What follows belongs to an exercise in optimizing a design on an open flow for small area; a production flow would make more cautious choices.
In this exercise RTL edits were held to simulation tests only and were not proved equivalent to the original.

## job 101
## pi_loop_top
module pi_loop_top (
  input  logic                 clk,
  input  logic                 rst_n,
  input  logic                 arm,
  input  logic signed [17:0]   cfg_setpt,    
  input  logic signed [47:0]   cfg_alpha,    
  input  logic signed [47:0]   cfg_p,        
  input  logic [15:0]          cfg_delay,    
  output logic                 adc_sck,
  output logic                 adc_conv,
  input  logic                 adc_in,
  output logic                 dac_sck,
  output logic                 dac_ss,
  output logic                 dac_out,
  output logic signed [18:0]   status_err_cur,
  output logic signed [67:0]   status_adj
);
  localparam logic [1:0] s_idle = 2'd0, s_dly = 2'd1, s_run = 2'd2, s_dac = 2'd3;
  logic [1:0]  st;
  logic        cap, clr;           
  logic [15:0] n;                  
  wire idle = (st == s_idle);
  wire dly  = (st == s_dly);
  wire run  = (st == s_run);       
  wire dacp = (st == s_dac);       
  wire [6:0] n7 = n[6:0];
  wire [7:0] n8 = n[7:0];
  wire tdone   = dly && !cap && (&n[15:1]);  
  wire run_end = run && (n7 == 7'd96);
  wire dac_end = dacp && (n8 == 8'd192);
  always_ff @(posedge clk) begin
    if (!rst_n) begin
      st  <= s_idle;
      cap <= 1'b0;
      clr <= 1'b0;
    end else begin
      cap <= idle && arm;
      clr <= idle && !arm;
      case (st)
        s_idle:  if (arm) st <= s_dly;
        s_dly:   if (tdone) st <= s_run;
        s_run:   if (run_end) st <= s_dac;
        default: if (dac_end) st <= s_idle;
      endcase
    end
  end
  always_ff @(posedge clk) begin
    if (cap) n <= ~{cfg_delay[15:1], cfg_delay[0] | ~|cfg_delay};  
    else if (run_end) n <= '0;
    else n <= n + 1'b1;
  end
  logic signed [47:0] alpha_q, p_q;
  logic [18:0]        ws;          
  logic               tbit;        
  logic signed [18:0] err_q;
  logic signed [67:0] adj_q;
  logic               epz;         
  ...
For scale: roughly 1,100 cells after synthesis, ~300 flip-flops, about 13,000 um2 of cells after synthesis.
==> module pi_loop_top, before the edit <==
module pi_loop_top (
  input  logic                 clk,
  input  logic                 rst_n,
  input  logic                 arm,
  input  logic signed [17:0]   cfg_setpt,    
  input  logic signed [47:0]   cfg_alpha,    
  input  logic signed [47:0]   cfg_p,        
  input  logic [15:0]          cfg_delay,    
  output logic                 adc_sck,
  output logic                 adc_conv,
  input  logic                 adc_in,
  output logic                 dac_sck,
  output logic                 dac_ss,
  output logic                 dac_out,
  output logic signed [18:0]   status_err_cur,
  output logic signed [67:0]   status_adj
);
  localparam logic [1:0] s_idle = 2'd0, s_dly = 2'd1, s_run = 2'd2, s_dac = 2'd3;
  logic [1:0]  st;
  logic        cap, clr;           
  logic [15:0] n;                  
  wire idle = (st == s_idle);
  wire dly  = (st == s_dly);
  wire run  = (st == s_run);       
  wire dacp = (st == s_dac);       
  wire [6:0] n7 = n[6:0];
  wire [7:0] n8 = n[7:0];
  wire tdone   = dly && !cap && (&n[15:1]);  
  wire run_end = run && (n7 == 7'd96);
  wire dac_end = dacp && (n8 == 8'd192);
  always_ff @(posedge clk) begin
    if (!rst_n) begin
      st  <= s_idle;
      cap <= 1'b0;
      clr <= 1'b0;
    end else begin
      cap <= idle && arm;
      clr <= idle && !arm;
      case (st)
        s_idle:  if (arm) st <= s_dly;
        s_dly:   if (tdone) st <= s_run;
        s_run:   if (run_end) st <= s_dac;
        default: if (dac_end) st <= s_idle;
      endcase
    end
  end
  always_ff @(posedge clk) begin
    if (cap) n <= ~{cfg_delay[15:1], cfg_delay[0] | ~|cfg_delay};  
    else if (run_end) n <= '0;
    else n <= n + 1'b1;
  end
  logic signed [47:0] alpha_q, p_q;
  logic [18:0]        ws;          
  logic               tbit;        
  logic signed [18:0] err_q;
  logic signed [67:0] adj_q;
  logic               epz;         
  always_ff @(posedge clk) begin
    if (cap) begin
      alpha_q <= cfg_alpha;
      p_q     <= cfg_p;
    end
  end
  wire       samp  = run && (n7[1:0] == 2'd3) && (n7 <= 7'd71);
  wire [4:0] kb    = n7[6:2];      
  wire       t_new = ws[18];
  wire       nz    = adc_in ^ t_new;
  wire       dneg  = nz && ((kb == 5'd0) ? adc_in : t_new);
  logic [18:0] ws_next;
  always_comb begin
    logic bw;
    bw = dneg;
    ws_next[0] = nz;
    for (int b = 0; b < 18; b++) begin
      ws_next[b+1] = ws[b] ^ bw;
      bw = bw && !ws[b];
    end
  end
  always_ff @(posedge clk) begin
    if (cap) ws <= {cfg_setpt, 1'b1};
    else if (samp) ws <= ws_next;
    if (samp) tbit <= t_new;
  end
  always_ff @(posedge clk) begin
    if (run && n7 == 7'd75) err_q <= {~ws[18], ws[17:0]};
  end
  assign adc_conv = run && (n7 <= 7'd1);
  assign adc_sck  = run && !n7[1] && (n7 >= 7'd4) && (n7 <= 7'd73);
  logic [67:0] qr;                 
  logic        msb, c1, c2;        
  wire       act   = run && (n7 <= 7'd75);
  wire [1:0] j     = n7[1:0];
  wire [4:0] i     = n7[6:2];      
  wire       first = (i == 5'd0);
  logic ep_b, a_b;
  always_comb begin
    ep_b = 1'b0; a_b = 1'b0;
    for (int k = 0; k <= 18; k++) begin
      if (i == k[4:0]) begin
        if (k >= 1) a_b = adj_q[18-k];
        ep_b = err_q[18-k];
      end
    end
  end
  wire aen  = !first && ws[0];      
  wire aneg = tbit ^ (i == 5'd1);
  wire pen  = ep_b && !epz;
  wire pneg = !first;
  wire [67:0] alpha_x = {{20{alpha_q[47]}}, alpha_q};
  wire [67:0] p_x     = {{20{p_q[47]}}, p_q};
  wire [67:0] ash_x   = {18'd0, adj_q[67:18]};
  logic [16:0] ach, pch, shch;
  always_comb begin
    case (j)
      2'd0: begin ach = alpha_x[16:0];  pch = p_x[16:0];  shch = ash_x[16:0];  end
      2'd1: begin ach = alpha_x[33:17]; pch = p_x[33:17]; shch = ash_x[33:17]; end
      2'd2: begin ach = alpha_x[50:34]; pch = p_x[50:34]; shch = ash_x[50:34]; end
      default: begin ach = alpha_x[67:51]; pch = p_x[67:51]; shch = ash_x[67:51]; end
    endcase
  end
  wire [16:0] u = first ? shch : {qr[15:0], (j == 2'd0) ? a_b : msb};
  wire [16:0] v = aen ? (ach ^ {17{aneg}}) : 17'd0;
  wire [16:0] w = pen ? (pch ^ {17{pneg}}) : 17'd0;
  wire [16:0] cs = u ^ v ^ w;
  wire [16:0] cc = (u & v) | (u & w) | (v & w);
  wire        k1 = (j == 2'd0) ? (aen & aneg) : c1;
  wire        k2 = (j == 2'd0) ? (pen & pneg) : c2;
  wire [17:0] r  = {1'b0, cs} + {1'b0, cc[15:0], k1} + {17'd0, k2};
  always_ff @(posedge clk) begin
    msb <= qr[16];
    c1  <= cc[16];
    c2  <= r[17];
    qr  <= {act ? r[16:0] : qr[16:0], qr[67:17]};
  end
  wire a_ld   = rst_n && run && (n7 == 7'd95);
  wire a_hold = rst_n && !clr && !(run && (n7 == 7'd95));
  wire [67:0] qperm = {qr[16:0], qr[67:51], qr[50:34], qr[33:17]};
  always_ff @(posedge clk) begin
    adj_q <= (qperm & {68{a_ld}}) | (adj_q & {68{a_hold}});
    if (!rst_n || clr) epz <= 1'b1;
    else if (a_ld) epz <= 1'b0;
  end
  wire [36:0] rt   = adj_q[67:31];
  wire        fits = (&rt[36:19]) || !(|rt[36:19]);
  wire [19:0] dac_val = fits ? rt[19:0] : (rt[36] ? 20'h80000 : 20'h7ffff);
  wire [23:0] frame = {4'b0010, dac_val};
  logic [31:0] frame_msb;          
  always_comb begin
    frame_msb = '0;
    for (int k = 0; k < 24; k++) frame_msb[k] = frame[23-k];
  end
  assign dac_out = frame_msb[n8[7:3]];
  assign dac_ss  = !(dacp && (n8 < 8'd192));
  assign dac_sck = dacp && (n8 < 8'd192) && n8[2];
  assign status_err_cur = err_q;
  assign status_adj     = adj_q;
endmodule
export LEC_CHECK = 0
export CAP_MARGIN = 0
export CORE_MARGIN = 2
export CORE_UTILIZATION = 65
export SLEW_MARGIN = 0
create_clock -name core_clock -period 7.0 [get_ports {clk}]
standard.sh (not shown) runs the stock make flow with config.mk's settings and CLKGATE_MAP_FILE= SYNTH_SCRIPT=/design/flow/synth_recipe.tcl, a recipe that flattens the netlist after the stock synthesis.
==> flow/flow/run.sh <==
#!/bin/bash
# Standard ORFS layout (the standard.sh, standard synthesis), with two changes:
# the port buffers use the smallest buffer cell, and clock tree synthesis inserts no
# dummy loads. Each make run writes its full output to a log file here.
set -euo pipefail
export BUFFER_PORTS_ARGS="-buffer_cell sky130_fd_sc_hd__buf_1"
export CTS_ARGS="-sink_clustering_enable -repair_clock_nets -dont_use_dummy_load -buf_list sky130_fd_sc_hd__clkbuf_8 -sink_clustering_size 16 -sink_clustering_max_diameter 60"
bash standard.sh > flow_standard.log 2>&1
Edits applied to the flow inputs when going from job 101 to job 102:
--- a/flow/design.v
+++ b/flow/design.v
@@ -175,12 +175,13 @@
   wire [36:0] rt   = adj_q[67:31];
   wire        fits = (&rt[36:19]) || !(|rt[36:19]);
-  wire [19:0] dac_val = fits ? rt[19:0] : (rt[36] ? 20'h80000 : 20'h7ffff);
-  wire [23:0] frame = {4'b0010, dac_val};
-  logic [31:0] frame_msb;          
+  wire [4:0]  fb   = n8[7:3];      
+  logic [31:0] word_msb;           
   always_comb begin
-    frame_msb = '0;
-    for (int k = 0; k < 24; k++) frame_msb[k] = frame[23-k];
+    word_msb = '0;
+    for (int k = 4; k < 24; k++) word_msb[k] = rt[23-k];
   end
-  assign dac_out = frame_msb[n8[7:3]];
+  wire code_bit = (fb == 5'd2);    
+  wire sat_bit  = rt[36] ^ (fb != 5'd4);  
+  assign dac_out = (fb < 5'd4) ? code_bit : (fits ? word_msb[fb] : sat_bit);
   assign dac_ss  = !(dacp && (n8 < 8'd192));
   assign dac_sck = dacp && (n8 < 8'd192) && n8[2];
Notes after the runs:
[diff] worst-case hold slack, job 102 relative to job 101: regression
A critical path launch point of n[5]$_DFF_P_ is what job 101 shows, while n[2]$_DFF_P_ belongs to job 102.
Compared with job 101, in job 102 final number of hold-violating endpoints comparable; worst-case setup margin in the final layout now smaller; number of global-route vias before repair now smaller; post-synthesis instance total now smaller; design area now smaller.

[afterwards: timing with drivers on the ports]
The results above use ideal ports. As a check the final layouts listed here were re-extracted and re-timed, cells and wires unchanged. Step 1 assumes that a clkbuf_16 drives the clock port and a buf_2 every other input. Step 2, shift: input delay + t, output delay - t, t = (earliest + latest rising clock arrival at the registers) / 2. This alone moves slack from input paths to output paths. Three values: no drivers, after step 1, after step 2; two values: the first two.
run	shift t [ns]	slack for setup (ns)	worst hold slack (ns)	clock arrival spread, ns	worst data-port slew with drivers (ns)
job 101	0.597	1.623 / 1.623 / 1.623	0.297 / 0.297 / 0.297	0.060 / 0.061	0.04
job 102	0.574	1.355 / 1.355 / 1.355	0.281 / 0.281 / 0.281	0.068 / 0.069	0.06
After both steps every run listed still meets setup and hold.
